Background: an optimization exercise with open tools, aiming at a short achievable clock period and few clock cycles per item. Do not read the settings as production practice.
RTL that was checked went through simulation tests only; none was proved equivalent to the original.
The RTL of runs 2 and 3 was laid out without a check of its function.
Power is estimated from default activity; no workload was simulated.

[design/flow/constraint.sdc]
create_clock -name core_clock -period 5.0 [get_ports {axi_aclk}]
set_input_delay 1.0000 -clock core_clock [delete_from_list [all_inputs] [get_ports {axi_aclk}]]
set_output_delay 1.0000 -clock core_clock [all_outputs]
set_load 0.01 [all_outputs]
[design/flow/design.v]
`timescale 1ns/1ps
module axi_write_engine
#(
	parameter int ID_W = 1
)
(
	input  logic            axi_aclk,
	input  logic            axi_aresetn,
	input  logic [ID_W-1:0] awid,
	input  logic [11:0]     awaddr,
	input  logic [7:0]      awlen,
	input  logic [1:0]      awburst,
	input  logic            awvalid,
	output logic            awready,
	input  logic [31:0]     wdata,
	input  logic            wlast,
	input  logic            wvalid,
	output logic            wready,
	output logic [ID_W-1:0] bid,
	output logic [1:0]      bresp,
	output logic            bvalid,
	input  logic            bready,
	output logic            bank_we,
	output logic [12:0]     bank_wsel,
	output logic [31:0]     bank_wdata,
	output logic            bank_wzero,
	output logic            bank_whzero
);
	localparam int MAX_OUT = 8;    
	localparam int WF_D    = 2;    
	localparam int AWF_D   = 2;    
	localparam [1:0] BURST_FIXED = 2'b00;
	localparam [1:0] OKAY        = 2'b00;
	assign bresp = OKAY;
	logic [12:0]     awf_sel   [AWF_D];
	logic [9:0]      awf_addr  [AWF_D];
	logic            awf_fixed [AWF_D];
	logic [ID_W-1:0] awf_id    [AWF_D];
	logic            awf_rp, awf_wp;
	logic            awf_ne, awf_full, awf_ne_n, awf_full_n;
	logic [31:0]     wf_data [WF_D];
	logic            wf_last [WF_D];
	logic            wf_rp, wf_wp;
	logic            wf_ne, wf_full, wf_ne_n, wf_full_n;
	logic            cur;
	logic [12:0]     cur_sel;
	logic [9:0]      cur_addr;
	logic            cur_fixed;
	logic [ID_W-1:0] cur_id;
	logic [3:0]      out_cnt;
	logic            out_full, out_full_n;
	logic [ID_W-1:0] bf_id [MAX_OUT];
	logic [2:0]      bf_rp, bf_wp;
	logic [3:0]      bf_cnt;
	logic            aw_hs, w_hs, b_hs;
	logic            beat_ok, go;
	logic [31:0]     beat_data;
	logic            beat_last;
	logic [12:0]     in_sel, ctx_sel, ctx_sel_next;
	logic            in_fixed;
	logic [9:0]      ctx_addr;
	logic            ctx_fixed;
	logic [ID_W-1:0] ctx_id;
	logic            in_to_cur, awf_push, awf_pop, wf_push, wf_pop;
	logic            b_push;
	assign aw_hs    = awvalid && awready;
	assign w_hs     = wvalid && wready;
	assign b_hs     = bvalid && bready;
	assign in_fixed = (awburst == BURST_FIXED);
	wr_slot_decode #(.NEXT(0)) i_dec_in (.addr(awaddr[11:2]), .sel(in_sel));
	assign beat_ok   = wf_ne || w_hs;
	assign beat_data = wf_ne ? wf_data[wf_rp] : wdata;
	assign beat_last = wf_ne ? wf_last[wf_rp] : wlast;
	assign ctx_sel   = cur ? cur_sel   : in_sel;
	assign ctx_addr  = cur ? cur_addr  : awaddr[11:2];
	assign ctx_fixed = cur ? cur_fixed : in_fixed;
	assign ctx_id    = cur ? cur_id    : awid;
	wr_slot_decode #(.NEXT(1)) i_dec_next (.addr(ctx_addr), .sel(ctx_sel_next));
	assign go = beat_ok && (cur || aw_hs);
	assign in_to_cur = (go && cur && beat_last && !awf_ne) || (!go && !cur);
	assign awf_push  = aw_hs && cur && !(go && beat_last && !awf_ne);
	assign awf_pop   = go && beat_last && awf_ne;
	assign wf_pop    = go && wf_ne;
	assign wf_push   = w_hs && !(go && !wf_ne);
	assign b_push    = go && beat_last;
	always_comb
	begin
		awf_ne_n   = awf_ne;
		awf_full_n = awf_full;
		if (awf_push && !awf_pop)
		begin
			awf_ne_n   = 1'b1;
			awf_full_n = awf_ne;
		end
		else if (awf_pop && !awf_push)
		begin
			awf_ne_n   = awf_full;
			awf_full_n = 1'b0;
		end
		wf_ne_n   = wf_ne;
		wf_full_n = wf_full;
		if (wf_push && !wf_pop)
		begin
			wf_ne_n   = 1'b1;
			wf_full_n = wf_ne;
		end
		else if (wf_pop && !wf_push)
		begin
			wf_ne_n   = wf_full;
			wf_full_n = 1'b0;
		end
		out_full_n = out_full;
		if (aw_hs && !b_hs)
			out_full_n = (out_cnt == 4'(MAX_OUT - 1));
		else if (b_hs && !aw_hs)
			out_full_n = 1'b0;
	end
	always_ff @(posedge axi_aclk)
	begin
		if (!axi_aresetn)
		begin
			awf_rp  <= '0;
			awf_wp  <= '0;
			awf_ne   <= 1'b0;
			awf_full <= 1'b0;
			wf_rp   <= '0;
			wf_wp   <= '0;
			wf_ne    <= 1'b0;
			wf_full  <= 1'b0;
			out_full <= 1'b0;
			cur     <= 1'b0;
			out_cnt <= '0;
			awready <= 1'b1;
			wready  <= 1'b1;
			bank_we <= 1'b0;
		end
		else
		begin
			if (awf_push)
				awf_wp <= !awf_wp;
			if (awf_pop)
				awf_rp <= !awf_rp;
			if (wf_push)
				wf_wp <= !wf_wp;
			if (wf_pop)
				wf_rp <= !wf_rp;
			awf_ne   <= awf_ne_n;
			awf_full <= awf_full_n;
			wf_ne    <= wf_ne_n;
			wf_full  <= wf_full_n;
			out_full <= out_full_n;
			out_cnt  <= out_cnt + 4'(aw_hs) - 4'(b_hs);
			awready  <= !out_full_n && !awf_full_n;
			wready   <= !wf_full_n;
			bank_we <= go;
			if (go)
				cur <= !beat_last || awf_ne || (aw_hs && cur);
			else if (aw_hs)
				cur <= 1'b1;
		end
	end
	always_ff @(posedge axi_aclk)
	begin
		if (awf_push)
		begin
			awf_sel[awf_wp]   <= in_sel;
			awf_addr[awf_wp]  <= awaddr[11:2];
			awf_fixed[awf_wp] <= in_fixed;
			awf_id[awf_wp]    <= awid;
		end
		if (wf_push)
		begin
			wf_data[wf_wp] <= wdata;
			wf_last[wf_wp] <= wlast;
		end
		if (go)
		begin
			bank_wsel   <= ctx_sel;
			bank_wdata  <= beat_data;
			bank_wzero  <= (beat_data == 32'd0);
			bank_whzero <= (beat_data[31:1] == 31'd0);
		end
		if (go && !beat_last)
		begin
			cur_sel   <= ctx_fixed ? ctx_sel : ctx_sel_next;
			cur_addr  <= ctx_fixed ? ctx_addr : ctx_addr + 10'd1;
			cur_fixed <= ctx_fixed;
			cur_id    <= ctx_id;
		end
		else if (go && awf_ne)
		begin
			cur_sel   <= awf_sel[awf_rp];
			cur_addr  <= awf_addr[awf_rp];
			cur_fixed <= awf_fixed[awf_rp];
			cur_id    <= awf_id[awf_rp];
		end
		else if (in_to_cur)
		begin
			cur_sel   <= in_sel;
			cur_addr  <= awaddr[11:2];
			cur_fixed <= in_fixed;
			cur_id    <= awid;
		end
	end
	logic bf_push, bf_pop, out_load;
	assign out_load = !bvalid || b_hs;
	assign bf_pop   = out_load && (bf_cnt != 0);
	assign bf_push  = b_push && !(out_load && (bf_cnt == 0));
	always_ff @(posedge axi_aclk)
	begin
		if (!axi_aresetn)
		begin
			bvalid <= 1'b0;
			bf_rp  <= '0;
			bf_wp  <= '0;
			bf_cnt <= '0;
		end
		else
		begin
			if (out_load)
				bvalid <= (bf_cnt != 0) || b_push;
			if (bf_push)
				bf_wp <= bf_wp + 1'b1;
			if (bf_pop)
				bf_rp <= bf_rp + 1'b1;
			bf_cnt <= bf_cnt + 4'(bf_push) - 4'(bf_pop);
		end
	end
	always_ff @(posedge axi_aclk)
	begin
		if (!axi_aresetn)
			bid <= '0;
		else if (out_load)
			bid <= (bf_cnt != 0) ? bf_id[bf_rp] : ctx_id;
	end
	always_ff @(posedge axi_aclk)
	begin
		if (bf_push)
			bf_id[bf_wp] <= ctx_id;
	end
endmodule
module wr_slot_decode
#(
	parameter int NEXT = 0
)
(
	input  logic [9:0]  addr,
	output logic [12:0] sel
);
	localparam logic [13*10-1:0] SLOT_ADDR = {
		10'h029, 10'h028, 10'h025, 10'h024, 10'h021, 10'h020, 10'h011, 10'h01c,
		10'h019, 10'h014, 10'h00e, 10'h00c, 10'h005};
	always_comb
		for (int k = 0; k < 13; k++)
			sel[k] = (addr == 10'(SLOT_ADDR[k*10 +: 10] - 10'(NEXT)));
endmodule
`timescale 1ns/1ps
module axi_read_engine
#(
	parameter int ID_W = 1
)
(
	input  logic            axi_aclk,
	input  logic            axi_aresetn,
	input  logic [ID_W-1:0] arid,
	input  logic [11:0]     araddr,
	input  logic [7:0]      arlen,
	input  logic [1:0]      arburst,
	input  logic            arvalid,
	output logic            arready,
	output logic [ID_W-1:0] rid,
	output logic [31:0]     rdata,
	output logic [1:0]      rresp,
	output logic            rlast,
	output logic            rvalid,
	input  logic            rready,
	output logic [16:0]     bank_rsel,
	input  logic [31:0]     bank_rdata,
	output logic [16:0]     bank_rsel_in,
	input  logic [31:0]     bank_rdata_in
);
	localparam int ARF_D = 2;    
	localparam [1:0] BURST_FIXED = 2'b00;
	localparam [1:0] OKAY        = 2'b00;
	assign rresp = OKAY;
	logic [16:0]     arf_sel   [ARF_D];
	logic [9:0]      arf_addr  [ARF_D];
	logic [7:0]      arf_len   [ARF_D];
	logic            arf_last  [ARF_D];    
	logic            arf_fixed [ARF_D];
	logic [ID_W-1:0] arf_id    [ARF_D];
	logic            arf_rp, arf_wp;
	logic            arf_ne, arf_full, arf_ne_n, arf_full_n;
	logic            cur;
	logic [16:0]     cur_sel;
	logic [9:0]      cur_addr;
	logic [7:0]      cur_len;
	logic            cur_last;             
	logic            cur_fixed;
	logic [ID_W-1:0] cur_id;
	logic            ar_hs, take, go;
	logic [16:0]     in_sel, in_sel_next, src_sel_next;
	logic            in_fixed;
	logic [16:0]     src_sel;
	logic [9:0]      src_addr;
	logic [7:0]      src_len;
	logic            src_last, src_last_next, in_last;
	logic            src_fixed;
	logic [ID_W-1:0] src_id;
	logic            in_used, arf_push, arf_pop;
	logic [16:0]     cur_sel_n;
	logic            cur_n;
	assign ar_hs    = arvalid && arready;
	assign take     = !rvalid || rready;
	assign in_fixed = (arburst == BURST_FIXED);
	rd_slot_decode #(.NEXT(0)) i_dec_in (.addr(araddr[11:2]), .sel(in_sel));
	assign src_sel   = cur ? cur_sel   : in_sel;
	assign src_addr  = cur ? cur_addr  : araddr[11:2];
	assign src_len   = cur ? cur_len   : arlen;
	assign in_last   = (arlen == 8'd0);
	assign src_last  = cur ? cur_last  : in_last;
	assign src_last_next = cur ? (cur_len == 8'd1) : (arlen == 8'd1);
	assign src_fixed = cur ? cur_fixed : in_fixed;
	assign src_id    = cur ? cur_id    : arid;
	assign go        = take && (cur || ar_hs);
	rd_slot_decode #(.NEXT(1)) i_dec_next (.addr(src_addr), .sel(src_sel_next));
	assign bank_rsel    = cur_sel;
	assign bank_rsel_in = in_sel;
	assign in_used  = ar_hs && !cur;
	assign arf_push = ar_hs && cur && !(take && cur_last && !arf_ne);
	assign arf_pop  = take && cur && cur_last && arf_ne;
	always_comb
	begin
		arf_ne_n   = arf_ne;
		arf_full_n = arf_full;
		if (arf_push && !arf_pop)
		begin
			arf_ne_n   = 1'b1;
			arf_full_n = arf_ne;
		end
		else if (arf_pop && !arf_push)
		begin
			arf_ne_n   = arf_full;
			arf_full_n = 1'b0;
		end
	end
	always_ff @(posedge axi_aclk)
	begin
		if (!axi_aresetn)
		begin
			arf_rp  <= '0;
			arf_wp  <= '0;
			arf_ne   <= 1'b0;
			arf_full <= 1'b0;
			cur      <= 1'b0;
			rvalid  <= 1'b0;
			arready <= 1'b1;
		end
		else
		begin
			if (arf_push)
				arf_wp <= !arf_wp;
			if (arf_pop)
				arf_rp <= !arf_rp;
			arf_ne   <= arf_ne_n;
			arf_full <= arf_full_n;
			arready  <= !arf_full_n;
			if (take)
				rvalid <= cur || ar_hs;
			if (go)
				cur <= !src_last || arf_ne || (ar_hs && cur);
			else if (ar_hs)
				cur <= 1'b1;
		end
	end
	always_ff @(posedge axi_aclk)
	begin
		if (!axi_aresetn)
		begin
			rdata <= '0;
			rlast <= 1'b0;
			rid   <= '0;
		end
		else if (go)
		begin
			rdata <= cur ? bank_rdata : bank_rdata_in;
			rlast <= src_last;
			rid   <= src_id;
		end
	end
	always_ff @(posedge axi_aclk)
	begin
		if (arf_push)
		begin
			arf_sel[arf_wp]   <= in_sel;
			arf_addr[arf_wp]  <= araddr[11:2];
			arf_len[arf_wp]   <= arlen;
			arf_last[arf_wp]  <= in_last;
			arf_fixed[arf_wp] <= in_fixed;
			arf_id[arf_wp]    <= arid;
		end
		if (go && !src_last)
		begin
			cur_sel   <= src_fixed ? src_sel : src_sel_next;
			cur_addr  <= src_fixed ? src_addr : src_addr + 10'd1;
			cur_len   <= src_len - 8'd1;
			cur_last  <= src_last_next;
			cur_fixed <= src_fixed;
			cur_id    <= src_id;
		end
		else if (go && arf_ne)
		begin
			cur_sel   <= arf_sel[arf_rp];
			cur_addr  <= arf_addr[arf_rp];
			cur_len   <= arf_len[arf_rp];
			cur_last  <= arf_last[arf_rp];
			cur_fixed <= arf_fixed[arf_rp];
			cur_id    <= arf_id[arf_rp];
		end
		else if ((go && cur) || (!go && !cur))
		begin
			cur_sel   <= in_sel;
			cur_addr  <= araddr[11:2];
			cur_len   <= arlen;
			cur_last  <= in_last;
			cur_fixed <= in_fixed;
			cur_id    <= arid;
		end
	end
endmodule
module rd_slot_decode
#(
	parameter int NEXT = 0
)
(
	input  logic [9:0]  addr,
	output logic [16:0] sel
);
	localparam logic [17*10-1:0] SLOT_ADDR = {
		10'h029, 10'h028, 10'h025, 10'h024, 10'h021, 10'h020, 10'h011, 10'h040,
		10'h01c, 10'h018, 10'h00e, 10'h00d, 10'h004, 10'h003, 10'h002, 10'h001,
		10'h000};
	always_comb
		for (int k = 0; k < 17; k++)
			sel[k] = (addr == 10'(SLOT_ADDR[k*10 +: 10] - 10'(NEXT)));
endmodule
`timescale 1ns/1ps
`timescale 1ns/1ps
module device_status_fsm
(
	input  logic        axi_aclk,
	input  logic        axi_aresetn,
	input  logic        status_wr,
	input  logic [31:0] status_wdata,
	input  logic        status_wzero,    
	output logic [3:0]  device_status
);
	localparam [1:0] DEV_RESET        = 2'd0;
	localparam [1:0] DEV_SETUP_BASE   = 2'd1;
	localparam [1:0] DEV_SETUP_DRIVER = 2'd2;
	localparam [1:0] DEV_IDLE         = 2'd3;
	logic [1:0] dev_state;
	logic       step_ok;
	always_comb
	begin
		case (dev_state)
			DEV_RESET:        step_ok = status_wdata[1];
			DEV_SETUP_BASE:   step_ok = status_wdata[3];
			DEV_SETUP_DRIVER: step_ok = status_wdata[2];
			default:          step_ok = 1'b0;
		endcase
	end
	always_ff @(posedge axi_aclk)
	begin
		if (!axi_aresetn)
		begin
			device_status <= '0;
			dev_state     <= DEV_RESET;
		end
		else if (status_wr)
		begin
			if (status_wzero)
			begin
				device_status <= 4'b0001;
				dev_state     <= DEV_RESET;
			end
			else if (step_ok)
			begin
				case (dev_state)
					DEV_RESET:      device_status[1] <= 1'b1;
					DEV_SETUP_BASE: device_status[3] <= 1'b1;
					default:        device_status[2] <= 1'b1;
				endcase
				dev_state <= dev_state + 2'd1;
			end
		end
	end
endmodule
`timescale 1ns/1ps
module virtio_regs
#(
	parameter int QUEUE_NUM = 1
)
(
	input  logic        axi_aclk,
	input  logic        axi_aresetn,
	input  logic        bank_we,
	input  logic [12:0] bank_wsel,
	input  logic [31:0] bank_wdata,
	input  logic        bank_wzero,
	input  logic        bank_whzero,
	input  logic [16:0] bank_rsel,
	output logic [31:0] bank_rdata,
	input  logic [16:0] bank_rsel_in,
	output logic [31:0] bank_rdata_in,
	output logic        interrupt
);
	logic        fsel_one;      
	logic        qsel_ok;       
	logic [31:0] queue_num;
	logic        int_status;
	logic [31:0] queue_tab [7];
	logic [3:0]  device_status;
	assign interrupt = int_status;
	device_status_fsm i_device_status_fsm (
		.axi_aclk(axi_aclk), .axi_aresetn(axi_aresetn),
		.status_wr(bank_we && bank_wsel[5]), .status_wdata(bank_wdata),
		.status_wzero(bank_wzero),
		.device_status(device_status)
	);
	always_ff @(posedge axi_aclk)
	begin
		if (!axi_aresetn)
		begin
			fsel_one   <= 1'b0;
			qsel_ok    <= 1'b1;
			queue_num  <= '0;
			int_status <= 1'b0;
			for (int i = 0; i < 7; i++)
				queue_tab[i] <= '0;
		end
		else if (bank_we)
		begin
			if (bank_wsel[0])
				fsel_one <= bank_whzero && bank_wdata[0];
			if (bank_wsel[1])
				qsel_ok <= bank_wzero;
			if (bank_wsel[2])
				queue_num <= bank_wdata;
			if (bank_wsel[3])
				int_status <= 1'b1;
			if (bank_wsel[4])
				int_status <= int_status && !bank_wdata[0];
			for (int i = 0; i < 7; i++)
				if (bank_wsel[6+i] && qsel_ok)
					queue_tab[i] <= bank_wdata;
		end
	end
	logic [32*7-1:0] qtab_flat;
	always_comb
		for (int i = 0; i < 7; i++)
			qtab_flat[i*32 +: 32] = queue_tab[i];
	rd_value_mux i_rd_mux (
		.sel(bank_rsel), .fsel_one(fsel_one), .qsel_ok(qsel_ok), .queue_num(queue_num),
		.int_status(int_status), .device_status(device_status), .queue_tab(qtab_flat),
		.value(bank_rdata)
	);
	rd_value_mux i_rd_mux_in (
		.sel(bank_rsel_in), .fsel_one(fsel_one), .qsel_ok(qsel_ok), .queue_num(queue_num),
		.int_status(int_status), .device_status(device_status), .queue_tab(qtab_flat),
		.value(bank_rdata_in)
	);
endmodule
module rd_value_mux
(
	input  logic [16:0] sel,
	input  logic        fsel_one,
	input  logic        qsel_ok,
	input  logic [31:0] queue_num,
	input  logic        int_status,
	input  logic [3:0]  device_status,
	input  logic [32*7-1:0] queue_tab,
	output logic [31:0] value
);
	localparam [31:0] MAGIC_VALUE   = 32'h7472_6976;
	localparam [31:0] VERSION       = 32'd2;
	localparam [31:0] DEVICE_ID     = 32'd2;
	localparam [31:0] VENDOR_ID     = 32'hff00_1af4;
	localparam [31:0] QUEUE_NUM_MAX = 32'd16;
	localparam [63:0] SECTOR_COUNT  = 64'd4;
	localparam [31:0] FEATURES_HI   = 32'd3;
	always_comb
	begin
		value = ({32{sel[0]}} & MAGIC_VALUE)
			| ({32{sel[1]}} & VERSION)
			| ({32{sel[2]}} & DEVICE_ID)
			| ({32{sel[3]}} & VENDOR_ID)
			| ({32{sel[4] && fsel_one}} & FEATURES_HI)
			| ({32{sel[5]}} & QUEUE_NUM_MAX)
			| ({32{sel[6]}} & queue_num)
			| ({32{sel[7]}} & {31'd0, int_status})
			| ({32{sel[8]}} & {28'd0, device_status})
			| ({32{sel[9]}} & SECTOR_COUNT[31:0]);
		for (int i = 0; i < 7; i++)
			value = value | ({32{sel[10+i] && qsel_ok}} & queue_tab[i*32 +: 32]);
	end
endmodule
`timescale 1ns/1ps
module virtio_mmio_top
#(
	parameter int ID_W      = 1,
	parameter int QUEUE_NUM = 1
)
(
	input  logic            axi_aclk,
	input  logic            axi_aresetn,
	input  logic [ID_W-1:0] awid,
	input  logic [11:0]     awaddr,
	input  logic [7:0]      awlen,
	input  logic [1:0]      awburst,
	input  logic            awvalid,
	output logic            awready,
	input  logic [31:0]     wdata,
	input  logic            wlast,
	input  logic            wvalid,
	output logic            wready,
	output logic [ID_W-1:0] bid,
	output logic [1:0]      bresp,
	output logic            bvalid,
	input  logic            bready,
	input  logic [ID_W-1:0] arid,
	input  logic [11:0]     araddr,
	input  logic [7:0]      arlen,
	input  logic [1:0]      arburst,
	input  logic            arvalid,
	output logic            arready,
	output logic [ID_W-1:0] rid,
	output logic [31:0]     rdata,
	output logic [1:0]      rresp,
	output logic            rlast,
	output logic            rvalid,
	input  logic            rready,
	output logic            interrupt
);
	logic        bank_we;
	logic [12:0] bank_wsel;
	logic        bank_wzero;
	logic        bank_whzero;
	logic [31:0] bank_wdata;
	logic [16:0] bank_rsel;
	logic [31:0] bank_rdata;
	logic [16:0] bank_rsel_in;
	logic [31:0] bank_rdata_in;
	axi_write_engine #(.ID_W(ID_W)) i_axi_write_engine (
		.axi_aclk(axi_aclk), .axi_aresetn(axi_aresetn),
		.awid(awid), .awaddr(awaddr), .awlen(awlen), .awburst(awburst),
		.awvalid(awvalid), .awready(awready),
		.wdata(wdata), .wlast(wlast), .wvalid(wvalid), .wready(wready),
		.bid(bid), .bresp(bresp), .bvalid(bvalid), .bready(bready),
		.bank_we(bank_we), .bank_wsel(bank_wsel), .bank_wdata(bank_wdata),
		.bank_wzero(bank_wzero), .bank_whzero(bank_whzero)
	);
	axi_read_engine #(.ID_W(ID_W)) i_axi_read_engine (
		.axi_aclk(axi_aclk), .axi_aresetn(axi_aresetn),
		.arid(arid), .araddr(araddr), .arlen(arlen), .arburst(arburst),
		.arvalid(arvalid), .arready(arready),
		.rid(rid), .rdata(rdata), .rresp(rresp), .rlast(rlast), .rvalid(rvalid),
		.rready(rready),
		.bank_rsel(bank_rsel), .bank_rdata(bank_rdata),
		.bank_rsel_in(bank_rsel_in), .bank_rdata_in(bank_rdata_in)
	);
	virtio_regs #(.QUEUE_NUM(QUEUE_NUM)) i_virtio_regs (
		.axi_aclk(axi_aclk), .axi_aresetn(axi_aresetn),
		.bank_we(bank_we), .bank_wsel(bank_wsel), .bank_wdata(bank_wdata),
		.bank_wzero(bank_wzero), .bank_whzero(bank_whzero),
		.bank_rsel(bank_rsel), .bank_rdata(bank_rdata),
		.bank_rsel_in(bank_rsel_in), .bank_rdata_in(bank_rdata_in),
		.interrupt(interrupt)
	);
endmodule
[design/flow/run.sh]
#!/bin/bash
# synth_recipe.tcl (not shown) runs the flow's synth.tcl, then flattens the netlist and writes it again
# the make line also repeats each setting of config.mk as NAME=value (left out here)
make -C /OpenROAD-flow-scripts/flow DESIGN_CONFIG=/design/flow/config.mk WORK_HOME=/design/flow/orfs CLKGATE_MAP_FILE= SYNTH_SCRIPT=/design/flow/synth_recipe.tcl finish
[design/flow/config.mk]
export PLATFORM = sky130hd
export DESIGN_NAME = virtio_mmio_top
export DESIGN_NICKNAME = virtio_mmio_top
export VERILOG_FILES = /design/flow/design.v
export SDC_FILE = /design/flow/constraint.sdc
export NUM_CORES = 4
export LEC_CHECK = 0
export ABC_CLOCK_PERIOD_IN_PS = 2000
export CAP_MARGIN = 20
export CORE_MARGIN = 2
export CORE_UTILIZATION = 40
export SETUP_SLACK_MARGIN = 3.0
export SLEW_MARGIN = 20
==> results.txt, run 1 <==
Global route:
- The pin count of the biggest net entering global routing is 95.
- The number of antenna violations at the first check in global routing came to 4.
- The combined global-route utilization of all metal layers is 28.8%.
- The total congestion overflow after global routing is 0.
- The wire length of the first global-routing pass is 169 mm.
- The via count of the first global-routing pass came to approximately 27k.

Drt:
- The detail route stage leaves a number of antenna-violating nets equal to 0.
- The routed length per placed instance is ~26 um.
- The routed via count divided by cell count is 6.23.
- Before antenna repair, the detailed router went through 10 iterations.
- The DRC violation count after routing is 0.
- For this block, the routed nets add up to 119 mm of wire.
- After the first detailed-routing iteration, the DRC count stood at about 3.6k.
- Detailed routing inserted a total of around 28k vias.

Die:
- From bottom edge to top edge, the die measures between 200 and 300 um.
- The die is around 280 um wide.
- The initialized floorplan defines 100 standard-cell rows.
- The region available for standard cell placement spans roughly 0.074 sq mm.
- For this configuration, the core starts out at a cell density of roughly two fifths.
- Pin placement for this block handled between 100 and 150 I/O pins.
- The die covers between 0.07 and 0.08 sq mm.

Yosys:
- In the synthesized netlist the dominant register cell turns out to be sky130_fd_sc_hd__dfxtp_1.
- Summed over its instances, the top area cell type makes up a little under a third of the synthesized netlist area.
- The count of distinct cell types in the synthesized netlist is slightly above 80.
- The number of warnings printed during yosys synthesis is 10.
- The async set-reset flop share out of synthesis is 0%.
- Sequential cells were found to cover 53.6% of the synthesized design area.
- Yosys attributes the largest share of cell area to sky130_fd_sc_hd__edfxtp_1 (31%), sky130_fd_sc_hd__dfxtp_1 (23%), sky130_fd_sc_hd__nand2_1 (8.8%).
- After synthesis, the mean cell area works out to ~9.5 sq um.
- Synthesis handed over a netlist of 3172 instances.
- The biggest area contributor in the post-synthesis netlist is sky130_fd_sc_hd__edfxtp_1.
- The mapped netlist covers roughly 0.030 sq mm.
- In this run, synthesis inferred 310 flip-flops with an integrated enable.
- The synthesized design contains 651 register bits.

Worst setup path:
- The logic depth of the worst path, buffers included is 12.
- The critical path starts at araddr[9].
- The end of the worst register-to-register path is i_axi_read_engine.rdata[2].
- The cell with the largest stage delay on the worst path is sky130_fd_sc_hd__or4_4.
- Traced cell by cell, the critical path runs through buf_12, buf_6, or4_4, nor4_4, buf_4, buf_12, buf_12, buf_4, a22oi_2, nand3_1, o21ai_2, nand2_1.
- The worst endpoint data arrival time is between 2 and 3 ns.
- Together, buffers and inverters on the worst path number 6.
- For the worst flop-to-flop path, the logic depth is 9.
- The category of the most critical setup path is input pin to register.
- The most critical setup path has its endpoint at i_axi_read_engine.rdata[14].
- The required time of the critical path is ~5.6 ns.
- Grouping stages by cell kind, the critical path spends the most delay in simple AND/OR/NAND/NOR gates.
- The setup check on the worst reg-to-reg path leaves a slack of approximately 2.8 ns.
- The critical-path maximum fanout is 8.
- The startpoint of the most critical register-to-register path is i_axi_read_engine.cur.
- The sort of element at the end of the critical path is a register.
- On the worst path, the slowest cell contributes a delay of about 0.57 ns.
- The category of the worst setup path launch point is an input pin.
- Among the stages of the critical path, the cell type that occurs most often is sky130_fd_sc_hd__buf_12.

STA:
- For the pin with the worst max-slew slack, the measured transition is 1.15 ns.
- Final hold analysis gives a worst-case slack of around 0.45 ns.
- For this run, the top clock speed supported by timing is about 420 MHz.
- Setup violations remaining at the end of the flow were counted as 0.
- The time the final worst path needs with I/O delays and setup is 2.40 ns.
- The number of max-slew violations in the final report was 0.
- Setup repair after global routing could not meet its margin everywhere.
- The final hold violation count is 0.
- The share of the cycle needed by the critical path after routing is roughly 48%.
- Adding up every negative setup slack in the final design gives 0 ns.
- The worst pin sits at a relative slew slack of 23.4%.
- The clock arrives with roughly 0.038 ns of skew.

Power:
- Dividing total power by cell area gives a power density of ~370 mW/mm^2.
- Internal power comes to just over 10 mW.
- Summed over all cells, the static leakage comes to around 14 nW.
- The design draws approximately 15 mW.
- In this run switching power makes up about 31% of total power.
- The switching power is roughly 4.6 mW.
- The clock network is responsible for 34.7% of the overall power.
- The proportion of power drawn by flip-flops and latches is ~44%.
- IR analysis of the VDD net gives a maximum drop of about 0.28 mV.
- The share of total power dissipated in combinational logic is 21.0%.

Place:
- The post-DP HPWL is between 60 and 70 mm.
- At the end of routability-driven placement, the weighted congestion stood at approximately 0.91.
- The post-detailed-placement cell area is around 0.033 sq mm.
- The number of buffers added on ports is 114.

CTS:
- The H-tree was split into 3 levels.
- The number of buffers inserted during clock tree synthesis is between 70 and 80.
- Clock-pin slew was measured on the worst setup and hold paths at 0.05 ns.
- Clock tree synthesis selected as its root buffer the cell sky130_fd_sc_hd__clkbuf_16.
- For the worst-skew pair, the clock arrives at the later sink with an insertion delay of 0.65 ns.
- TritonCTS built the clock tree.
- For this design, the sink count on the clock tree is roughly 650.
- The maximum clock path buffer count is 3.

Layout:
- The post-route cell area is approximately 0.040 sq mm.
- The area growth from synthesis to layout is 33.2%.
- The total number of nets in the final design is ~3.6k.
- In the final layout, the share of cells above drive strength 1 is a little over a quarter.

Run:
- Across the run, the number of max-cap violations was 0.

Outcome:
- The flow ran to the end and the layout has no timing, DRC or antenna violations.

Min path:
- The worst min-delay path category is register to register.
[metal layers]
| layer | vias up | global-route usage, % | wire, um | share of wire, % |
|---|---|---|---|---|
| li1 | 12052 | - | - | - |
| met1 | 13548 | 36.4 | 44500 | 37 |
| met2 | 1854 | 44.5 | 52700 | 44 |
| met3 | 502 | 8.29 | 13900 | 12 |
| met4 | 2 | 15.8 | 7770 | 6.5 |
| met5 | - | 0 | 58 | 0.049 |
[layout make-up]
cell class	instances	area, sq um
antenna	2	5.00
multi-input combinational	2219	15000
timing repair buffer	462	5110
fill	6228	34400
sequential	651	16300
clock buffer	106	2030
timing repair inverter	1	8.76
tap	969	1210
clock inverter	24	211
inverter	54	243
[cells in the final DEF (no fill, tap or decap), drive strengths merged, types with 9 or more instances in the layout]
master | Yosys | layout
xor2 | 18 | 18
o21ai | 101 | 101
inv | 53 | 57
xnor2 | 19 | 19
o31ai | 14 | 14
mux2i | 133 | 133
nand4 | 12 | 12
o22ai | 9 | 9
and3 | 11 | 11
nor3 | 42 | 42
nand2 | 705 | 707
nor4 | 26 | 26
a221o | 16 | 16
a31oi | 29 | 29
a21oi | 373 | 374
a221oi | 33 | 33
buf | 53 | 410
nor2 | 167 | 170
nand3 | 60 | 62
mux2 | 16 | 16
nor2b | 17 | 17
o211ai | 19 | 19
dfxtp | 341 | 341
nand2b | 26 | 27
clkinv | 1 | 18
ha | 31 | 31
clkbuf | 211 | 115
a211oi | 37 | 37
a222oi | 29 | 29
and2 | 19 | 23
edfxtp | 310 | 310
clkdlybuf4s50 | 0 | 32
a22oi | 86 | 86
a22o | 38 | 38
or3 | 9 | 9
[state kept, by name (all words and copies together) (netlist names), 26 cells and up, named ones only]
name,flops
i_axi_read_engine.arf_sel,34
i_axi_read_engine.rdata,32
i_axi_write_engine.awf_sel,26
i_axi_write_engine.bank_wdata,32
i_axi_write_engine.wf_data,64
i_virtio_regs.queue_num,32
i_virtio_regs.queue_tab,224
[tightest hold or removal path, stage by stage (launching register included)]
cell and delay, ns:
sky130_fd_sc_hd__dfxtp_2 0.32, sky130_fd_sc_hd__nand2_1 0.05, sky130_fd_sc_hd__nand2_1 0.04
[power by group through the flow]
| stage | registers (mW) | logic (mW) | clock network, mW |
|---|---|---|---|
| floorplan | 6.43 | 1.66 | 0 |
| global placement | 6.68 | 2.17 | 0 |
| detailed placement | 6.70 | 2.22 | 0 |
| CTS | 6.60 | 2.73 | 5.21 |
| global route | 6.68 | 3.32 | 5.43 |
| finish | 6.64 | 3.14 | 5.19 |
[synthesized netlist by cell type (29+ instances only)]
| cell | count |
|---|---|
| sky130_fd_sc_hd__nand2_1 | 705 |
| sky130_fd_sc_hd__a21oi_1 | 372 |
| sky130_fd_sc_hd__dfxtp_1 | 341 |
| sky130_fd_sc_hd__edfxtp_1 | 310 |
| sky130_fd_sc_hd__clkbuf_1 | 185 |
| sky130_fd_sc_hd__nor2_1 | 167 |
| sky130_fd_sc_hd__mux2i_1 | 133 |
| sky130_fd_sc_hd__o21ai_0 | 99 |
| sky130_fd_sc_hd__a22oi_1 | 85 |
| sky130_fd_sc_hd__nand3_1 | 60 |
| sky130_fd_sc_hd__inv_1 | 52 |
| sky130_fd_sc_hd__nor3_1 | 41 |
| sky130_fd_sc_hd__a22o_1 | 38 |
| sky130_fd_sc_hd__a211oi_1 | 37 |
| sky130_fd_sc_hd__a221oi_1 | 33 |
| sky130_fd_sc_hd__ha_1 | 31 |
| sky130_fd_sc_hd__a222oi_1 | 29 |
| sky130_fd_sc_hd__a31oi_1 | 29 |
[worst min-delay path by stage]
stage / from / to / slack, ns / cells past startpoint
floorplan: register / register / 0.43 / 2
global placement: i_axi_read_engine.rdata[14] / i_axi_read_engine.rdata[14] / 0.44 / 2
detailed placement: i_axi_read_engine.rdata[14] / i_axi_read_engine.rdata[14] / 0.44 / 2
CTS: i_axi_read_engine.rdata[14] / i_axi_read_engine.rdata[14] / 0.45 / 2
global route: i_axi_read_engine.rdata[14] / i_axi_read_engine.rdata[14] / 0.48 / 2
finish: i_axi_read_engine.rdata[14] / i_axi_read_engine.rdata[14] / 0.45 / 2
[timing repair]
| action | CTS | global route |
|---|---|---|
| hold endpoints to repair | 0 | 0 |
| gates cloned | 27 | 11 |
| hold buffers | 0 | 0 |
| gates resized for setup | 663 | 214 |
| pin swaps | 83 | 123 |
| endpoints found under the setup margin | 800 | 604 |
| setup buffers | 162 | 101 |
[kinds of logic after synthesis]
family / after synthesis / synth area share [%]
flip-flops: 651 / 53.6
multiplexers: 153 / 5.32
adder cells (fa/ha/maj): 33 / 1.42
other: 1 / 0.0125
buffers and inverters: 318 / 4.30
AND/OR/NAND/NOR: 1131 / 16.2
XOR/XNOR: 37 / 1.08
AO/OA/AOI/OAI: 848 / 18.0
[stage by stage]
stage	utilization [%]	cells	worst slack, ns
2_1_floorplan	-	3175	2.12
3_3_place_gp	44.1	4055	1.13
3_5_place_dp	44.1	4055	1.10
4_1_cts	51.3	4374	2.67
5_1_grt	53.8	4486	2.55
6_report	53.8	4488	2.60
Testbench counts, summed over its fixed seeds: cycles 8,757, items 11,627.
==> run 2: changes to the inputs <==
--- a/design/flow/design.v
+++ b/design/flow/design.v
@@ -76,5 +76,8 @@
 	assign ctx_fixed = cur ? cur_fixed : in_fixed;
 	assign ctx_id    = cur ? cur_id    : awid;
-	wr_slot_decode #(.NEXT(1)) i_dec_next (.addr(ctx_addr), .sel(ctx_sel_next));
+	logic [12:0] cur_sel_next, in_sel_next;
+	wr_slot_decode #(.NEXT(1)) i_dec_next (.addr(cur_addr), .sel(cur_sel_next));
+	wr_slot_decode #(.NEXT(1)) i_dec_next_in (.addr(awaddr[11:2]), .sel(in_sel_next));
+	assign ctx_sel_next = cur ? cur_sel_next : in_sel_next;
 	assign go = beat_ok && (cur || aw_hs);
 	assign in_to_cur = (go && cur && beat_last && !awf_ne) || (!go && !cur);
@@ -324,5 +327,8 @@
 	assign src_id    = cur ? cur_id    : arid;
 	assign go        = take && (cur || ar_hs);
-	rd_slot_decode #(.NEXT(1)) i_dec_next (.addr(src_addr), .sel(src_sel_next));
+	logic [16:0] cur_sel_next;
+	rd_slot_decode #(.NEXT(1)) i_dec_next (.addr(cur_addr), .sel(cur_sel_next));
+	rd_slot_decode #(.NEXT(1)) i_dec_next_in (.addr(araddr[11:2]), .sel(in_sel_next));
+	assign src_sel_next = cur ? cur_sel_next : in_sel_next;
 	assign bank_rsel    = cur_sel;
 	assign bank_rsel_in = in_sel;
@@ -382,5 +388,5 @@
 			rid   <= '0;
 		end
-		else if (go)
+		else if (take)
 		begin
 			rdata <= cur ? bank_rdata : bank_rdata_in;
--- a/design/flow/config.mk
+++ b/design/flow/config.mk
@@ -6,8 +6,8 @@
 export NUM_CORES = 4
 export LEC_CHECK = 0
-export ABC_CLOCK_PERIOD_IN_PS = 2000
+export ABC_CLOCK_PERIOD_IN_PS = 1000
 export CAP_MARGIN = 20
 export CORE_MARGIN = 2
 export CORE_UTILIZATION = 40
-export SETUP_SLACK_MARGIN = 3.0
+export SETUP_SLACK_MARGIN = 3.3
 export SLEW_MARGIN = 20
==> results.txt, run 2 <==
CTS:
- The CTS tree is built.
- The cell at the root of the clock tree is sky130_fd_sc_hd__clkbuf_16.
- The clock network latency to the later pin of the worst-skew pair is 0.64 ns (about the same).
- The cts-stage hold buffer count is 0 (unchanged).
- The clock input transition at the sequential cells of the worst setup and hold paths is 0.07 ns (+0.02 ns).
- The maximum clock path buffer count is 3 (unchanged).
- The number of clock sinks is 651 (unchanged).
- The number of buffers inserted during clock tree synthesis was 72 (-1.4%).
- The number of levels in the clock H-tree is 3 (unchanged).

Power:
- The switching power is 4.00 mW (-13%).
- The net switching share of the total power is 28.3% (-2.4 points).
- The total leakage power came to 15.1 nW (+7.2%).
- The share of power burned in combinational logic came to 17.5% (-3.5 points).
- The maximum VDD drop is 0.250 mV (-9.3%).
- The ratio of total power to cell area is 330 mW/mm^2 (-12%).
- The cell-internal power was 10.2 mW (-2.2%).
- The proportion of power drawn by flip-flops and latches was 43.7% (-0.7 points).
- The portion of total power attributed to the clock network is 38.7% (+4.0 points).

Drt:
- The highest metal layer used by the detailed router is met5.
- The routed via count divided by cell count is 6.33 (+1.7%).
- The detailed route wirelength on metal2 was 57.5 mm (+9.1%).
- The number of vias in the routed layout is 29.4k (+5.0%).
- The DRC violation count after routing is 0 (unchanged).
- The total length of routed met3 wires came to 17.2 mm (+24%).
- The total length of routed wires is 130 mm (+9.7%).
- The wire length on met1 is 47.3 mm (+6.4%).
- The number of violations reported at the end of detailed-routing iteration 0 is 4334 (+21%).
- The routed length per placed instance is 28.1 um (+6.3%).
- The antenna violation net count after detailed routing came to 0 (unchanged).
- The iteration count of the initial detailed-routing pass is 9 (-1).

Min path:
- The start point of the worst hold path is i_virtio_regs.queue_tab[4][1].
- The path with the worst hold slack has its endpoint at i_virtio_regs.queue_tab[4][1].
- The hold-critical path depth is 2 (unchanged).
- The worst min-delay path category is register to register.

Yosys:
- By area the synthesized netlist is led by sky130_fd_sc_hd__edfxtp_1 (31%), sky130_fd_sc_hd__dfxtp_1 (22%), sky130_fd_sc_hd__nand2_1 (8.6%).
- The part of the Yosys area used for sequential elements is 53.1% (-0.57 points).
- The total of flip-flops plus latches after synthesis is 651 (unchanged).
- The post-synthesis cell count was 3184 (+0.38%).
- The async set-reset flop share out of synthesis is 0% (unchanged).
- The average size of a mapped cell is 9.55 sq um (+0.70%).
- The commonest register cell after synthesis is sky130_fd_sc_hd__dfxtp_1.
- The post-synth design cell area is 0.0304 sq mm (+1.1%).
- The proportion of netlist area held by the largest area contributor is 30.6% (-0.33 points).
- The number of warnings printed during yosys synthesis was 10 (unchanged).
- The cell with the most instances after synthesis is sky130_fd_sc_hd__nand2_1.
- The post-synthesis cell type with the largest combined area is sky130_fd_sc_hd__edfxtp_1.
- The number of synthesized flops with an enable pin was 310 (unchanged).
- The count of distinct cell types in the synthesized netlist is 90 (+8.4%).
- The commonest cells after synthesis are sky130_fd_sc_hd__nand2_1 (696), sky130_fd_sc_hd__dfxtp_1 (341), sky130_fd_sc_hd__a21oi_1 (323).

Worst setup path:
- The worst endpoint data arrival time is 2.80 ns (-0.18 ns).
- The signal on the critical path passes through buf_8, or4_4, nor3_4, buf_6, o41ai_4, buf_6, buf_4, a31oi_1, o21ai_2.
- The worst setup slack for register-to-register paths is 2.61 ns (-0.17 ns).
- The logic depth of the worst register-to-register path came to 7 (-2).
- The category of the worst setup path launch point is an input pin.
- Among cell families on the critical path, the largest total delay comes from simple AND/OR/NAND/NOR gates.
- The required time of the critical path came to 5.36 ns (-0.22 ns).
- The category of the most critical setup path is input pin to register.
- The worst setup path is captured at a register.
- The critical-path maximum fanout came to 6 (-2).
- The end of the worst register-to-register path is i_axi_read_engine.cur_sel[1].
- The slowest stage of the critical path belongs to the cell sky130_fd_sc_hd__or4_4.
- The worst path buffer plus inverter count is 4 (-2).
- The critical path's largest stage delay is 0.56 ns (about the same).
- The logic depth of the worst path, buffers included is 9 (-3).
- In this run the critical register-to-register path is launched from i_axi_read_engine.cur_addr[6].
- The most numerous cell type found on the critical path is sky130_fd_sc_hd__buf_6.

STA:
- The worst clock skew on the final layout was 0.0273 ns (-0.0105 ns).
- The worst slew slack as a fraction of its limit was 35.6% (+12 points).
- The share of the cycle needed by the critical path after routing is 48.8% (+0.83 points).
- The final hold violation count came to 0 (unchanged).
- The final-report setup violation count is 0 (unchanged).
- The achievable clock frequency is 410 MHz (-1.7%).
- The time the final worst path needs with I/O delays and setup is 2.44 ns (+0.0414 ns).
- The number of max-slew violations in the final report is 0 (unchanged).
- Setup repair after global routing could not meet its margin everywhere.
- The final-layout setup total negative slack is 0 ns (unchanged).
- The slew at the pin with the worst max-slew slack is 0.958 ns (-0.191 ns).

Layout:
- The register ranked first by flip-flop count is i_virtio_regs.queue_tab.
- The count of antenna diodes in the layout came to 0 (-2).
- The total number of nets in the final design is 3719 (+3.9%).
- In the layout the commonest cells are sky130_fd_sc_hd__nand2_1 (647), sky130_fd_sc_hd__edfxtp_1 (310), sky130_fd_sc_hd__dfxtp_1 (290).
- The number of flip-flops in the largest register is 224 (unchanged).
- The largest registers in the layout are i_virtio_regs.queue_tab: 224 flops, i_axi_write_engine.wf_data: 64 flops, i_axi_read_engine.arf_sel: 34 flops.
- Relative to the synthesized area, the layout overhead comes to 41.2%.
- The most frequent standard cell in the layout excluding fill and tap cells is sky130_fd_sc_hd__nand2_1.
- The proportion of layout cells with a drive suffix above 1 was 32.9% (+6.2 points).
- The total of fill cells in the finished design was 6082 (-2.3%).
- The final standard cell count with taps included and fillers excluded is 4635 (+3.3%).

Global route:
- The total congestion overflow after global routing is 0 (unchanged).
- The combined global-route utilization of all metal layers is 31.0% (+2.2 points).
- The wire length of the first global-routing pass is 182 mm (+7.4%).
- The number of antenna violations at the first check in global routing is 2 (-2).
- The via count of the first global-routing pass is 27.9k (+4.5%).
- The pin count of the biggest net entering global routing came to 85 (-11%).

Die:
- The die footprint is 0.0783 sq mm (+1.1%).
- The number of standard-cell rows in the floorplan is 101 (+1.0%).
- The floorplan core area is 0.0756 sq mm (+1.5%).
- The number of primary I/O pins is 131 (unchanged).
- The height of the die is 280 um (+0.53%).
- The floorplan die width is 280 um (+0.53%).
- The effective utilization at floorplan was 40.2% (-0.17 points).

Place:
- The cell count after placement came to 4075 (+0.49%).
- The post-DP HPWL is 65.2 mm (+4.5%).
- The number of buffers added on ports was 114 (unchanged).
- The routability congestion estimate from global placement is 0.931 (+2.8%).

Outcome:
- The flow ran to the end and the layout has no timing, DRC or antenna violations.

Run:
- The reported max-cap violation count is 0 (unchanged).
run 2: cell type report:
| class | instances | area [sq um] | share of cell area, % |
|---|---|---|---|
| clock buffer | 99 | 2070 | 4.82 |
| clock inverter | 30 | 317 | 0.737 |
| inverter | 49 | 241 | 0.562 |
| multi-input combinational | 2242 | 16000 | 37.2 |
| sequential | 651 | 16300 | 37.9 |
| tap | 978 | 1220 | 2.85 |
| timing repair buffer | 586 | 6840 | 15.9 |
run 2: repair_timing:
item	4_1_cts	5_1_grt
setup endpoints to repair	833	757
hold endpoints to repair	0	0
gates resized for setup	881	263
pin swaps	182	164
buffers inserted	249	123
cloned	49	10
run 2: worst max path at each step:
stage	start	endpoint
2_1_floorplan	wvalid	i_axi_write_engine.awready
3_5_place_dp	araddr[9]	i_axi_read_engine.rdata[30]
5_1_grt	arlen[1]	i_axi_read_engine.cur_sel[11]
4_1_cts	arlen[3]	i_axi_read_engine.cur_sel[0]
3_3_place_gp	araddr[9]	i_axi_read_engine.rdata[30]
6_report	arlen[1]	i_axi_read_engine.cur_sel[11]
run 2: power by group through the flow:
| stage | sequential, mW | clock, mW | combinational [mW] |
|---|---|---|---|
| 2_1_floorplan | 6.14 | 0 | 1.17 |
| 3_3_place_gp | 6.26 | 0 | 1.62 |
| 3_5_place_dp | 6.27 | 0 | 1.68 |
| 4_1_cts | 6.17 | 5.49 | 2.17 |
| 5_1_grt | 6.21 | 5.73 | 2.57 |
| 6_report | 6.19 | 5.48 | 2.48 |
run 2: tightest hold or removal path, cell delays in order (launching register included):
cell,delay (ns)
sky130_fd_sc_hd__dfxtp_1,0.32
sky130_fd_sc_hd__nand2_1,0.05
sky130_fd_sc_hd__a21oi_1,0.05
run 2: metal layers:
metal	global-route usage, %	vias to the layer above
li1	-	12487
met1	39.9	13997
met2	47.7	2239
met3	8.07	632
met4	17.1	2
met5	0	-
run 2: logic make-up (layout without fill, tap and decap cells):
kind of cell / count (synthesis) / in the layout / share of synthesized area [%]
AOI/OAI and AO/OA: 865 / 869 / 18.9
buffers and inverters: 320 / 764 / 4.27
muxes: 143 / 143 / 4.85
DFF: 651 / 651 / 53.1
xor gates and xnor gates: 36 / 36 / 1.04
and+or+nand+nor: 1137 / 1159 / 16.5
adders and majority gates: 31 / 31 / 1.32
other: 1 / 4 / 0.0123
run 2: through the flow:
step | hold slack [ns] | utilization, % | setup WS (ns) | power (mW) | area, sq um
global placement | 0.455 | 44.0 | 0.872 | 7.88 | 33300
detailed placement | 0.460 | 44.0 | 0.894 | 7.96 | 33300
CTS | 0.468 | 53.8 | 2.56 | 13.8 | 40600
finish | 0.469 | 56.8 | 2.56 | 14.2 | 42900
floorplan | 0.442 | - | 2.08 | 7.31 | 32100
global route | 0.492 | 56.8 | 2.56 | 14.5 | 42900
==> run 3: changes to the inputs <==
--- a/design/flow/design.v
+++ b/design/flow/design.v
@@ -52,5 +52,5 @@
 	logic [ID_W-1:0] bf_id [MAX_OUT];
 	logic [2:0]      bf_rp, bf_wp;
-	logic [3:0]      bf_cnt;
+	logic            bf_ne;
 	logic            aw_hs, w_hs, b_hs;
 	logic            beat_ok, go;
@@ -80,4 +80,7 @@
 	wr_slot_decode #(.NEXT(1)) i_dec_next_in (.addr(awaddr[11:2]), .sel(in_sel_next));
 	assign ctx_sel_next = cur ? cur_sel_next : in_sel_next;
+	logic [9:0] cur_addr_next, in_addr_next;
+	assign cur_addr_next = cur_fixed ? cur_addr : cur_addr + 10'd1;
+	assign in_addr_next  = in_fixed ? awaddr[11:2] : awaddr[11:2] + 10'd1;
 	assign go = beat_ok && (cur || aw_hs);
 	assign in_to_cur = (go && cur && beat_last && !awf_ne) || (!go && !cur);
@@ -187,5 +190,5 @@
 		begin
 			cur_sel   <= ctx_fixed ? ctx_sel : ctx_sel_next;
-			cur_addr  <= ctx_fixed ? ctx_addr : ctx_addr + 10'd1;
+			cur_addr  <= cur ? cur_addr_next : in_addr_next;
 			cur_fixed <= ctx_fixed;
 			cur_id    <= ctx_id;
@@ -208,6 +211,7 @@
 	logic bf_push, bf_pop, out_load;
 	assign out_load = !bvalid || b_hs;
-	assign bf_pop   = out_load && (bf_cnt != 0);
-	assign bf_push  = b_push && !(out_load && (bf_cnt == 0));
+	assign bf_ne    = (bf_rp != bf_wp);
+	assign bf_pop   = out_load && bf_ne;
+	assign bf_push  = b_push && !(out_load && !bf_ne);
 	always_ff @(posedge axi_aclk)
 	begin
@@ -217,15 +221,13 @@
 			bf_rp  <= '0;
 			bf_wp  <= '0;
-			bf_cnt <= '0;
 		end
 		else
 		begin
 			if (out_load)
-				bvalid <= (bf_cnt != 0) || b_push;
+				bvalid <= bf_ne || b_push;
 			if (bf_push)
 				bf_wp <= bf_wp + 1'b1;
 			if (bf_pop)
 				bf_rp <= bf_rp + 1'b1;
-			bf_cnt <= bf_cnt + 4'(bf_push) - 4'(bf_pop);
 		end
 	end
@@ -235,5 +237,5 @@
 			bid <= '0;
 		else if (out_load)
-			bid <= (bf_cnt != 0) ? bf_id[bf_rp] : ctx_id;
+			bid <= bf_ne ? bf_id[bf_rp] : ctx_id;
 	end
 	always_ff @(posedge axi_aclk)
@@ -331,4 +333,7 @@
 	rd_slot_decode #(.NEXT(1)) i_dec_next_in (.addr(araddr[11:2]), .sel(in_sel_next));
 	assign src_sel_next = cur ? cur_sel_next : in_sel_next;
+	logic [9:0] cur_addr_next, in_addr_next;
+	assign cur_addr_next = cur_fixed ? cur_addr : cur_addr + 10'd1;
+	assign in_addr_next  = in_fixed ? araddr[11:2] : araddr[11:2] + 10'd1;
 	assign bank_rsel    = cur_sel;
 	assign bank_rsel_in = in_sel;
@@ -409,5 +414,5 @@
 		begin
 			cur_sel   <= src_fixed ? src_sel : src_sel_next;
-			cur_addr  <= src_fixed ? src_addr : src_addr + 10'd1;
+			cur_addr  <= cur ? cur_addr_next : in_addr_next;
 			cur_len   <= src_len - 8'd1;
 			cur_last  <= src_last_next;
==> design/flow/flow/run.sh (new file) <==
#!/bin/bash
# The standard layout, with two sizing options changed so timing repair can
# work on the port buffers: port buffers start as buf_4 instead of a delay
# cell, and resizing may change a cell's footprint.
set -euo pipefail
bash standard.sh MATCH_CELL_FOOTPRINT=0 "BUFFER_PORTS_ARGS=-buffer_cell sky130_fd_sc_hd__buf_4" finish > standard_flow.log 2>&1
==> design/flow/standard.sh (new file) <==
#!/bin/bash
# synth_recipe.tcl (not shown) runs the flow's synth.tcl, then flattens the netlist and writes it again
# the make line also repeats each setting of config.mk as NAME=value (left out here)
make -C /OpenROAD-flow-scripts/flow DESIGN_CONFIG=/design/flow/config.mk WORK_HOME=/design/flow/orfs CLKGATE_MAP_FILE= SYNTH_SCRIPT=/design/flow/synth_recipe.tcl "${@:-finish}"
removed: design/flow/run.sh
==> results.txt, run 3 <==
Outcome:
- The flow ran to the end and the layout has no timing, DRC or antenna violations.

Place:
- The number of buffers added on ports is 114 (unchanged).
- The routability congestion estimate from global placement is 0.922 (-0.93%).
- The post-DP HPWL is 66.6 mm (+2.2%).
- The post-detailed-placement cell area is 0.0332 sq mm (-0.21%).
- The worst setup timing slack at the placement stage is 1.29 ns (+0.395 ns).

CTS:
- The number of buffers inserted during clock tree synthesis came to 73 (+1.4%).
- The clock network latency to the later pin of the worst-skew pair is 0.63 ns (about the same).
- The clock input transition at the sequential cells of the worst setup and hold paths is 0.07 ns (about the same).
- The number of clock sinks is 647 (-0.61%).
- The cts-stage hold buffer count is 0 (unchanged).
- The maximum clock path buffer count is 3 (unchanged).
- The tree is rooted in a sky130_fd_sc_hd__clkbuf_16.
- The number of levels in the clock H-tree is 3 (unchanged).
- The CTS tree is built.

Layout:
- The proportion of layout cells with a drive suffix above 1 is 31.4% (-1.5 points).
- The largest registers in the layout are i_virtio_regs.queue_tab: 224 flops, i_axi_write_engine.wf_data: 64 flops, i_axi_read_engine.arf_sel: 34 flops.
- Ranked by flip-flop count, first place goes to i_virtio_regs.queue_tab.
- Leaving out fill and tap cells, the most frequent cell in the layout is sky130_fd_sc_hd__nand2_1.
- The total number of nets in the final design is 3707 (-0.32%).
- The number of flip-flops in the largest register was 224 (unchanged).
- The total of fill cells in the finished design is 6228 (+2.4%).
- In the layout the commonest cells are sky130_fd_sc_hd__nand2_1 (638), sky130_fd_sc_hd__a21oi_1 (332), sky130_fd_sc_hd__edfxtp_1 (310).
- The area overhead of the layout relative to synthesis is 38.1%.
- The post-route cell area came to 0.0424 sq mm (-1.2%).
- The count of antenna diodes in the layout is 0 (unchanged).

Yosys:
- The part of the Yosys area used for sequential elements was 52.3% (-0.80 points).
- The number of synthesized flops with an enable pin is 310 (unchanged).
- The async set-reset flop share out of synthesis came to 0% (unchanged).
- The post-synthesis xor/xnor area fraction came to 1.54% (+0.50 points).
- The post-synth design cell area is 0.0307 sq mm (+1.0%).
- The count of distinct cell types in the synthesized netlist is 95 (+5.6%).
- After synthesis, the most frequently instantiated cells are sky130_fd_sc_hd__nand2_1 (665), sky130_fd_sc_hd__a21oi_1 (362), sky130_fd_sc_hd__dfxtp_1 (337).
- By area, the combinational part of the netlist is dominated by compound AO/OA/AOI/OAI gates.
- The post-synthesis cell count is 3237 (+1.7%).
- The commonest register cell after synthesis is sky130_fd_sc_hd__dfxtp_1.
- The mux cell area share after synthesis is 4.78% (-0.073 points).
- The area share of and/or/nand/nor cells after synthesis came to 16.9% (+0.41 points).
- The number of warnings printed during yosys synthesis was 10 (unchanged).
- The average size of a mapped cell is 9.49 sq um (-0.63%).
- The synthesized design spends more area on one cell type than any other, namely sky130_fd_sc_hd__edfxtp_1.
- The proportion of netlist area held by the largest area contributor is 30.3% (-0.31 points).
- By area the synthesized netlist is led by sky130_fd_sc_hd__edfxtp_1 (30%), sky130_fd_sc_hd__dfxtp_1 (22%), sky130_fd_sc_hd__nand2_1 (8.1%).
- The total of flip-flops plus latches after synthesis is 647 (-0.61%).
- The cell with the most instances after synthesis is sky130_fd_sc_hd__nand2_1.
- The synthesized-area fraction occupied by ao, oa, aoi and oai cells is 18.5% (-0.44 points).
- The post-synthesis adder-cell area fraction was 1.41% (+0.084 points).

Worst setup path:
- The critical-path maximum fanout is 7 (+1).
- The critical path's largest stage delay came to 0.54 ns (-0.02 ns).
- The required time of the critical path is 5.37 ns (about the same).
- The category of the worst setup path launch point is an input pin.
- The worst endpoint data arrival time is 2.84 ns (+0.04 ns).
- Traced cell by cell, the critical path runs through buf_8, or4_4, o31a_4, o21ai_4, buf_6, nor2_4, o221a_1.
- STA classifies the critical path endpoint as a register.
- In this design, the largest share of critical-path delay is due to compound AO/OA/AOI/OAI gates.
- The cell with the largest stage delay on the worst path is sky130_fd_sc_hd__or4_4.
- The worst path buffer plus inverter count came to 2 (-2).
- The category of the most critical setup path is input pin to register.

Global route:
- The total congestion overflow after global routing is 0 (unchanged).
- The combined global-route utilization of all metal layers is 31.1% (+0.070 points).
- The number of antenna violations at the first check in global routing is 3 (+1).
- The pin count of the biggest net entering global routing is 138 (+62%).
- The via count of the first global-routing pass is 28.1k (+0.68%).
- The wire length of the first global-routing pass is 183 mm (+0.76%).

STA:
- The achievable clock frequency is 405 MHz (-1.1%).
- The final-layout setup total negative slack is 0 ns (unchanged).
- The time the final worst path needs with I/O delays and setup came to 2.47 ns (+0.0280 ns).
- The final setup slack of the worst path is 2.53 ns (-0.0280 ns).
- The slew at the pin with the worst max-slew slack is 0.857 ns (-0.102 ns).
- The worst clock skew on the final layout is 0.0345 ns (+0.00725 ns).
- The number of max-slew violations in the final report was 0 (unchanged).
- The final-report setup violation count is 0 (unchanged).
- The worst slew slack as a fraction of its limit is 42.8% (+7.3 points).
- The final hold violation count was 0 (unchanged).
- The share of the cycle needed by the critical path after routing came to 49.3% (+0.56 points).
- Setup repair after global routing could not meet its margin everywhere.

Die:
- The number of primary I/O pins came to 131 (unchanged).
- The effective utilization at floorplan is 40.5% (+0.21 points).
- The floorplan core area is 0.0759 sq mm (+0.50%).
- The floorplan die width is 281 um (+0.50%).
- The height of the die was 281 um (+0.50%).
- The number of standard-cell rows in the floorplan is 101 (unchanged).
- The die footprint is 0.0790 sq mm (+1.0%).

Drt:
- The DRC violation count after routing came to 0 (unchanged).
- The total length of routed wires is 129 mm (-0.75%).
- The iteration count of the initial detailed-routing pass is 9 (unchanged).
- The antenna violation net count after detailed routing was 0 (unchanged).
- The number of violations reported at the end of detailed-routing iteration 0 is 4164 (-3.9%).
- The number of vias in the routed layout was 29.4k (+0.29%).
- The routed via count divided by cell count came to 6.31 (-0.44%).
- The routed length per placed instance is 27.7 um (-1.5%).

Power:
- The total leakage power is 14.8 nW (-2.1%).
- The maximum VDD drop is 0.322 mV (+29%).
- The ratio of total power to cell area was 373 mW/mm^2 (+13%).

Min path:
- The path class of the tightest hold or removal check is register to register.

Run:
- The reported max-cap violation count was 0 (unchanged).
-- run 3: cell types whose count changed in the layout (fill, tap and decap cells not counted), sizes merged, moves of 22 or more --
cell / delta
a21oi: +36
clkdlybuf4s50: -22
nand2: -38
buf: -29
nand3: +22
clkbuf: +24
nand4: +28
a21boi: -43
-- run 3: kinds of logic after synthesis --
group | after synthesis
AO/OA/AOI/OAI | 860
AND/OR/NAND/NOR | 1155
XOR/XNOR | 54
multiplexers | 140
other | 1
adder cells (fa/ha/maj) | 34
buffers and inverters | 346
flip-flops | 647
-- run 3: repair_timing --
action	4_1_cts	5_1_grt
buffers inserted	275	72
gates cloned	34	15
endpoints found under the setup margin	775	718
resized for setup	498	215
pin swaps	135	124
-- run 3: stage by stage --
stage	hold slack [ns]	cells	utilization, %	power [mW]
2_1_floorplan	0.438	3240	-	8.30
3_3_place_gp	0.453	4145	43.7	9.19
3_5_place_dp	0.458	4146	43.7	9.27
4_1_cts	0.470	4582	53.3	15.3
5_1_grt	0.488	4669	55.9	16.2
6_report	0.472	4669	55.9	15.8
-- run 3: area by class of cell --
type,instances,area [sq um],share of cell area (%)
clock buffer,104,2100,4.94
clock inverter,23,198,0.466
inverter,66,345,0.814
multi-input combinational,2267,16200,38.1
sequential,647,16200,38.2
tap,1030,1290,3.04
timing repair buffer,531,6130,14.4
timing repair inverter,1,16.3,0.0383
-- run 3: path summary, 6_finish.rpt --
kind | from | end | slack (ns) | depth (start not counted)
max | arlen[3] | i_axi_read_engine.cur_sel[16] | 2.53 | 7
min | i_axi_read_engine.rdata[12] | i_axi_read_engine.rdata[12] | 0.47 | 1
max reg2reg | i_axi_read_engine.cur | i_axi_read_engine.cur_sel[7] | 2.71 | 5
min reg2reg | i_axi_read_engine.rdata[12] | i_axi_read_engine.rdata[12] | 0.47 | 1
-- run 3: power by group --
group	internal, mW	switching [mW]
combinational	1.57	2.23
sequential	6.14	0.584
clock	3.07	2.24
total	10.8	5.06
-- run 3: metal layers --
| metal | vias to the layer above | GRT usage [%] | share of wire, % |
|---|---|---|---|
| met5 | - | 0 | 0.030 |
| met1 | 14062 | 39.7 | 36 |
| met2 | 2193 | 47.3 | 43 |
| li1 | 12533 | - | - |
| met4 | 2 | 17.6 | 7.5 |
| met3 | 653 | 8.68 | 13 |
-- run 3: worst register-to-register path: stages (launching register included) --
cell                      delay, ns
sky130_fd_sc_hd__dfxtp_4       0.40
sky130_fd_sc_hd__inv_2         0.64
sky130_fd_sc_hd__mux2i_1       0.39
sky130_fd_sc_hd__nor3_1        0.13
sky130_fd_sc_hd__and2_4        0.20
sky130_fd_sc_hd__a221o_1       0.29

-- static timing again, ports no longer ideal --
Ports are ideal in the flow. The routed layouts listed here were re-timed in OpenROAD.
Step 1 assumes that a clkbuf_16 drives the clock port and a buf_2 every other input.
Step 2 times the ports against the registers' clock, not the clock port: input delays grow and output delays shrink by t, the midpoint of the rising clock arrivals with the driver on.
a / b / c = no drivers / after step 1 / after step 2; a / b = the first two.
run | shift t [ns] | setup WS [ns] | worst slew at a driven data input, ns
run 1 | 0.688 | 2.602 / 2.576 / 1.888 | 0.20
run 2 | 0.689 | 2.561 / 2.584 / 1.895 | 0.10
run 3 | 0.674 | 2.533 / 2.552 / 1.878 | 0.20
After both steps setup and hold are still met in every run listed. The setup slack of run 1, which loses most, moves by -0.026 ns with the drivers and by -0.714 ns with both steps.
